What follows belongs to an exercise in optimizing a design on an open flow for small area, a short achievable clock period and few clock cycles per item; a production flow would make more cautious choices.
The RTL was checked by simulation tests, not by an equivalence proof against the original design.

### flow/run.sh
#!/bin/bash
# synth_recipe.tcl (not shown) runs the flow's synth.tcl, then flattens the netlist and writes it again
# the make line also repeats each setting of config.mk as NAME=value (left out here)
make -C /OpenROAD-flow-scripts/flow DESIGN_CONFIG=/design/flow/config.mk WORK_HOME=/design/flow/orfs CLKGATE_MAP_FILE= SYNTH_SCRIPT=/design/flow/synth_recipe.tcl finish
### flow/config.mk
export PLATFORM = sky130hd
export DESIGN_NAME = newton_sqrt
export DESIGN_NICKNAME = newton_sqrt
export VERILOG_FILES = /design/flow/design.v
export SDC_FILE = /design/flow/constraint.sdc
export NUM_CORES = 4
export LEC_CHECK = 0
export CAP_MARGIN = 20
export CORE_MARGIN = 5
export CORE_UTILIZATION = 40
export SLEW_MARGIN = 20
### flow/constraint.sdc
create_clock -name core_clock -period 8.0 [get_ports {clk}]
set_input_delay 1.6000 -clock core_clock [delete_from_list [all_inputs] [get_ports {clk}]]
set_output_delay 1.6000 -clock core_clock [all_outputs]
set_load 0.01 [all_outputs]
### flow/design.v
`default_nettype none
module newton_sqrt (
	input  wire logic        clk,
	input  wire logic        rst_n,
	input  wire logic        in_valid,
	output logic             in_ready,
	input  wire logic [31:0] in_a,
	input  wire logic [31:0] in_x0,
	output logic             out_valid,
	input  wire logic        out_ready,
	output logic [31:0]      out_root
);
	typedef enum logic [2:0] {
		S_IDLE,
		S_INIT,
		S_MUL,
		S_SUBA,
		S_ABS,
		S_DIV,
		S_UPD,
		S_OUT
	} state_t;
	state_t      state;
	logic [1:0]  step;	 
	logic [5:0]  cnt;	 
	logic [2:0]  dig;	 
	logic        ge;	 
	logic [31:0] a;
	logic [31:0] x;
	logic [63:0] w;	 
	logic [16:0] e;	 
	assign in_ready = (state == S_IDLE);
	assign out_valid = (state == S_OUT);
	assign out_root = x;
	logic [5:0]  xlen;
	logic [31:0] xsm;	 
	always_comb begin
		xlen = 6'd0;
		for (int i = 0; i < 32; i++) if (x[i]) xlen = 6'(i + 1);
		xsm[31] = x[31];
		for (int i = 30; i >= 0; i--) xsm[i] = xsm[i+1] | x[i];
	end
	function automatic logic [2:0] booth_bits(input logic [31:0] v, input logic [4:0] j);
		logic [34:0] ext;
		ext = {2'b00, v, 1'b0};	 
		booth_bits = 3'b000;
		for (int k = 0; k <= 16; k++) if (j == 5'(k)) booth_bits = ext[2*k +: 3];
	endfunction
	logic        b_neg;
	logic [33:0] b_mag;
	logic [63:0] m_a;
	logic [63:0] m_b;
	logic        m_cin;
	logic [64:0] m_s;
	always_comb begin
		b_neg = dig[2] & ~(dig[1] & dig[0]);
		case (dig)
			3'b001, 3'b010, 3'b101, 3'b110: b_mag = {2'b00, x};
			3'b011, 3'b100:                 b_mag = {1'b0, x, 1'b0};
			default:                        b_mag = '0;
		endcase
		m_a = {w[61:0], 2'b00};
		m_b = {{30{b_neg}}, b_mag ^ {34{b_neg}}};
		m_cin = b_neg;
		case (state)
			S_SUBA: begin
				m_a = w;
				m_b = {16'hFFFF, ~a, 16'hFFFF};
				m_cin = 1'b1;
			end
			S_ABS: begin
				m_a = {~w[63:33], ~e, 16'hFFFF};
				m_b = '0;
				m_cin = 1'b1;
			end
			default: ;
		endcase
		m_s = {1'b0, m_a} + {1'b0, m_b} + 65'(m_cin);
	end
	logic        r_neg;
	logic        inbit;
	logic [33:0] d_a;
	logic [33:0] d_b;
	logic        d_cin;
	logic [33:0] d_s;
	logic [31:0] q;
	logic [31:0] x_new;
	assign q = {w[47:33], e};
	assign r_neg = w[32];
	assign inbit = (cnt >= 6'd15) ? w[63] : 1'b0;
	always_comb begin
		if (state == S_UPD) begin
			d_a = {2'b00, q};
			d_b = {2'b00, x ^ {32{ge}}};
			d_cin = 1'b0;
		end else begin
			d_a = {w[32:0], inbit};
			d_b = {2'b00, x} ^ {34{~r_neg}};
			d_cin = ~r_neg;
		end
		d_s = d_a + d_b + 34'(d_cin);
		if (d_s[32]) x_new = ge ? 32'd0 : 32'hFFFF_FFFF;
		else x_new = ge ? ~d_s[31:0] : d_s[31:0];
	end
	logic        can16;
	logic        can4;
	logic [15:0] in16;
	logic [3:0]  in4;
	always_comb begin
		logic bad16, bad4;
		bad16 = 1'b0;
		bad4 = 1'b0;
		for (int i = 0; i <= 32; i++) begin
			if (w[i] && !((i + 17 <= 31) ? xsm[i+17] : 1'b0)) bad16 = 1'b1;
			if (w[i] && !((i + 5 <= 31) ? xsm[i+5] : 1'b0)) bad4 = 1'b1;
		end
		can16 = !bad16 && xsm[16] && (cnt >= 6'd16);
		can4 = !bad4 && xsm[4] && (cnt >= 6'd4);
		for (int k = 0; k < 16; k++) in16[15-k] = w[63-k] & (cnt >= 6'(15 + k));
		for (int k = 0; k < 4; k++) in4[3-k] = w[63-k] & (cnt >= 6'(15 + k));
	end
	always_ff @(posedge clk or negedge rst_n) begin
		if (!rst_n) begin
			state <= S_IDLE;
		end else begin
			case (state)
				S_IDLE: if (in_valid) state <= S_INIT;
				S_INIT: state <= (x == '0) ? S_OUT : S_MUL;
				S_MUL:  if (cnt == '0) state <= S_SUBA;
				S_SUBA: state <= m_s[64] ? S_DIV : S_ABS;
				S_ABS:  state <= S_DIV;
				S_DIV:  if (cnt == '0 && !can16 && !can4) state <= S_UPD;
				S_UPD:  state <= (step == 2'd3) ? S_OUT : S_INIT;
				S_OUT:  if (out_ready) state <= S_IDLE;
				default: state <= S_IDLE;
			endcase
		end
	end
	always_ff @(posedge clk) begin
		case (state)
			S_IDLE: begin
				a <= in_a;
				x <= in_x0;
				step <= 2'd0;
			end
			S_INIT: begin
				w <= '0;
				cnt <= {1'b0, xlen[5:1]};
				dig <= booth_bits(x, xlen[5:1]);
			end
			S_MUL: begin
				w <= m_s[63:0];
				cnt <= cnt - 1'b1;
				dig <= booth_bits(x, 5'(cnt - 1'b1));
			end
			S_SUBA: begin
				ge <= m_s[64];
				w <= {m_s[63:33], 33'd0};
				e <= m_s[32:16];
				cnt <= 6'd62;
			end
			S_ABS: begin
				w[63:33] <= m_s[63:33];
				e <= m_s[32:16];
			end
			S_DIV: begin
				if (can16) begin
					w <= {w[47:33], e[16:1], w[16:0], in16};
					e <= {e[0], 16'd0};
					cnt <= cnt - 6'd16;
				end else if (can4) begin
					w <= {w[59:33], e[16:13], w[28:0], in4};
					e <= {e[12:0], 4'd0};
					cnt <= cnt - 6'd4;
				end else begin
					w <= {w[62:33], e[16], d_s[32:0]};
					e <= {e[15:0], ~d_s[32]};
					cnt <= cnt - 1'b1;
				end
			end
			S_UPD: begin
				x <= x_new;
				step <= step + 1'b1;
			end
			default: ;
		endcase
	end
endmodule
`default_nettype wire
==> flow_metrics.tcl <==
set metrics [dict create \
    period_share 0.774 \
    grt_antenna_before_repair 0 \
    clock_latency_ns 0.51 \
    final_net_count 2598 \
    critical-path-top-delay-family "compound AO/OA/AOI/OAI gates" \
    synth_area_leaders "sky130_fd_sc_hd__edfxtp_1, sky130_fd_sc_hd__nand2_1, sky130_fd_sc_hd__ha_1, sky130_fd_sc_hd__a21oi_1, sky130_fd_sc_hd__xnor2_1" \
    post-dp-hpwl_um 56300 \
    port_buffers 101 \
    stdcell_count 3029 \
    number_of_max_slew_violations_in_the_final_report 0 \
    grt_first_pass_wirelength_um 112000 \
    path_class "flop to flop" \
    numClockSinks 160 \
    cts.root.buffer_cell "sky130_fd_sc_hd__clkbuf_16" \
    cp_cell_sequence "buf_4, nor2b_1, nand2_4, inv_2, buf_4, buf_4, nand2_1, and3_1, a21oi_1, ha_1, a21oi_1, o21bai_1, a21oi_1, o21ai_0, a21boi_0, o21bai_1, a21oi_1, o21ai_1, a221oi_2, mux2_2, o21ai_1, o21ai_0" \
    worst_slack_ns 1.81 \
    grtUsageTotal 0.287 \
    total_gr_overflow 0 \
    final_design_area_no_fill_um2 20300 \
    hold_class "flop to flop" \
    achievable-frequency_ghz 0.161 \
    design.portCount 102 \
    outcome "complete, no violations" \
    drt_first_iter_violations 2467 \
    post_synth_inst_count 2472 \
    cp-start-kind "flop" \
    longest_individual_stage_delay_on_the_worst_path_ns 0.60 \
    core_region_area_um2 45600 \
    cts_setup_buffers 0 \
    timing.critical_path.slowest_stage_cell "sky130_fd_sc_hd__inv_2" \
    r2r_cells 22 \
    area_share_of_the_largest_cell_type_after_synthesis 0.255 \
    viasPerCell 6.39 \
    wl_per_cell_um 24.8 \
    reg2reg_to "w[58]" \
    gp_congestion 0.992 \
    setup_repair_after_global_routing_missed_its_margin "no" \
    synth_largest_area_cell "sky130_fd_sc_hd__edfxtp_1" \
    grt_pass1_vias 17900 \
    synth.yosys.seq_area_share 0.259 \
    first_pass_iters 6 \
    insertedDiodeCount 0 \
    die_x_extent_um 225 \
    avgSynthCellArea_um2 7.49 \
    timing.final.setup_violations 0 \
    worstHoldStart "step[0]" \
    drive_gt1_frac 0.0519 \
    cts_repair_resize_count 0 \
    timing.hold.worst_endpoint "step[0]" \
    synth_cell_types 92 \
    cts.path.max_buffers 2 \
    clk_pin_slew_ns 0.07 \
    row_count 78 \
    ys_async_sr_fraction 0.0188 \
    buffering_stage_count_on_the_worst_path_with_inverters_included 4 \
    placement.cell_area_um2 19800 \
    cts_made_buffers 17 \
    rrSetupSlack_ns 1.81 \
    syn2layout_area_growth_pct 9.74 \
    max_cap_violations 0 \
    cts_tree "done" \
    ys_dominant_reg_cell "sky130_fd_sc_hd__edfxtp_1" \
    floorplan.initialDensity 0.406 \
    hold_path_depth 1 \
    place_inst 2997 \
    timing.setup.tns_ns 0 \
    synth.cell_area_um2 18500 \
    vias 19300 \
    synth_enable_flop_cells 157 \
    timing.final.crit_period_ns 6.19 \
    synthesis.nets 2654 \
    post_synth_most_frequent_cells "sky130_fd_sc_hd__nand2_1, sky130_fd_sc_hd__a21oi_1, sky130_fd_sc_hd__nor2_1" \
    worstPathArrival_ns 6.43 \
    critPathMaxFanout 40 \
    synth.most_common_cell "sky130_fd_sc_hd__nand2_1" \
    pre_cts_ws_ns 1.92 \
    worst_clock_skew_ns 0.0178 \
    timing_worst_slew_pin_value_ns 1.08 \
    yosys_register_bits 160 \
    postCtsHoldBufs 0 \
    relSlewSlack 0.278 \
    worst_path_most_repeated_cell "sky130_fd_sc_hd__a21oi_1" \
    die_area_um2 50700 \
    number_of_hold_violations_in_the_final_report 0 \
    largest_net_degree_at_the_start_of_global_routing 87 \
    h_tree_lvl_count 4 \
    required_ns 8.24 \
    crit-reg2reg-launch "state[1]" \
    vertical_extent_of_the_die_um 225 \
    drtAntennaViolNets 0 \
    detail_route.wirelength_um 75200 \
    synth_warnings 1 \
    worst_setup_path_end_kind "flop" \
    drc_errors 0 \
]
## sequential cells by signal, indices dropped and copies added, names as in the netlist
register and flops:
ge 1, e 17, w 64, cnt 6, state 3, a 32, x 32, step 2
dig 3
## cell families (layout without fill, tap and decap cells)
family	Yosys count	after routing	share of synthesized area
AO/OA/AOI/OAI	842	842	0.288
adder cells (fa/ha/maj)	114	114	0.0786
buffers and inverters	262	219	0.0575
XOR/XNOR	187	187	0.0894
flip-flops	160	160	0.259
AND/OR/NAND/NOR	868	868	0.206
multiplexers	39	39	0.0220
## layout make-up
type,instances,area [µm²]
multi-input combinational,2050,12800
tap,600,751
sequential,160,4790
fill,4622,25200
timing repair buffer,128,1230
inverter,59,221
clock buffer,18,429
clock inverter,14,140
## through the flow
stage | utilization | hold slack [ns]
floorplan | - | 0.538
global placement | 0.433 | 0.553
detailed placement | 0.433 | 0.565
CTS | 0.446 | 0.575
global route | 0.446 | 0.585
finish | 0.446 | 0.575
## worst max path at each step
stage / slack (ns) / depth (start not counted) / endpoint / startpoint
2_1_floorplan: 3.09 / 23 / x[21] / state[1]
3_3_place_gp: 2.06 / 19 / w[61] / state[1]
3_5_place_dp: 1.92 / 20 / x[3] / state[2]
4_1_cts: 1.88 / 20 / x[3] / state[2]
5_1_grt: 1.44 / 20 / x[3] / state[2]
6_report: 1.81 / 22 / w[58] / state[1]
## routing by layer
metal	GRT usage	vias up	wire length (µm)
met5	0	-	0
met4	0.122	0	3420
met3	0.0586	197	7730
met2	0.437	1122	32500
li1	-	8855	-
met1	0.397	9171	31600
## placed cells by master, fill, tap and decap left out, types with 15 or more instances in the layout
master,count
sky130_fd_sc_hd__nand2_1,402
sky130_fd_sc_hd__a21oi_1,257
sky130_fd_sc_hd__nor2_1,208
sky130_fd_sc_hd__o21ai_0,170
sky130_fd_sc_hd__edfxtp_1,157
sky130_fd_sc_hd__xnor2_1,110
sky130_fd_sc_hd__ha_1,110
sky130_fd_sc_hd__clkdlybuf4s50_1,101
sky130_fd_sc_hd__xor2_1,76
sky130_fd_sc_hd__nand3_1,70
sky130_fd_sc_hd__o22ai_1,61
sky130_fd_sc_hd__inv_1,55
sky130_fd_sc_hd__a21o_1,53
sky130_fd_sc_hd__a211oi_1,46
sky130_fd_sc_hd__nor3_1,39
sky130_fd_sc_hd__a22oi_1,38
sky130_fd_sc_hd__and3_1,27
sky130_fd_sc_hd__o21ai_1,27
sky130_fd_sc_hd__mux2i_1,26
sky130_fd_sc_hd__buf_4,26
sky130_fd_sc_hd__a31oi_1,23
sky130_fd_sc_hd__nand4_1,20
sky130_fd_sc_hd__o21a_1,19
sky130_fd_sc_hd__clkbuf_16,17
sky130_fd_sc_hd__o211ai_1,16
sky130_fd_sc_hd__nor2b_1,15
## worst register-to-register path, stage by stage, from the launching register on
cell and delay (ns):
sky130_fd_sc_hd__dfrtp_1 0.32, sky130_fd_sc_hd__buf_4 0.28, sky130_fd_sc_hd__nor2b_1 0.54, sky130_fd_sc_hd__nand2_4 0.39, sky130_fd_sc_hd__inv_2 0.62, sky130_fd_sc_hd__buf_4 0.34
sky130_fd_sc_hd__buf_4 0.38, sky130_fd_sc_hd__nand2_1 0.10, sky130_fd_sc_hd__and3_1 0.17, sky130_fd_sc_hd__a21oi_1 0.12, sky130_fd_sc_hd__ha_1 0.30, sky130_fd_sc_hd__a21oi_1 0.20
sky130_fd_sc_hd__o21bai_1 0.08, sky130_fd_sc_hd__a21oi_1 0.24, sky130_fd_sc_hd__o21ai_0 0.12, sky130_fd_sc_hd__a21boi_0 0.21, sky130_fd_sc_hd__o21bai_1 0.09, sky130_fd_sc_hd__a21oi_1 0.30
sky130_fd_sc_hd__o21ai_1 0.19, sky130_fd_sc_hd__a221oi_2 0.32, sky130_fd_sc_hd__mux2_2 0.37, sky130_fd_sc_hd__o21ai_1 0.14, sky130_fd_sc_hd__o21ai_0 0.10
Testbench counts, summed over its fixed seeds: cycles 158,739, items 1,024.

==> re-timing with driven ports <==
How much do the figures lean on ideal ports? The routed layout below was timed once more, with nothing changed but the port constraints. Step 1 (the two cells are an assumption about what drives the block):
set clk [get_ports {clk}]
set_driving_cell -lib_cell sky130_fd_sc_hd__clkbuf_16 $clk
set_driving_cell -lib_cell sky130_fd_sc_hd__buf_2 [delete_from_list [all_inputs] $clk]
Step 2, shift: input delay + t, output delay - t, t = (earliest + latest rising clock arrival at the registers) / 2. This alone moves slack from input paths to output paths. Three values: ideal, step 1, step 2; two values: the first two.
t (ns): 0.558
slack for setup (ns): 1.807 / 1.807 / 1.807
clock arrival spread, ns: 0.018 / 0.017
worst register clock-pin slew, ns: 0.08 / 0.08
pins driven straight from the clock port: 1
After both steps setup and hold are still met in this run. The setup slack of this run moves by 0.000 ns with the drivers and by 0.000 ns with both steps.
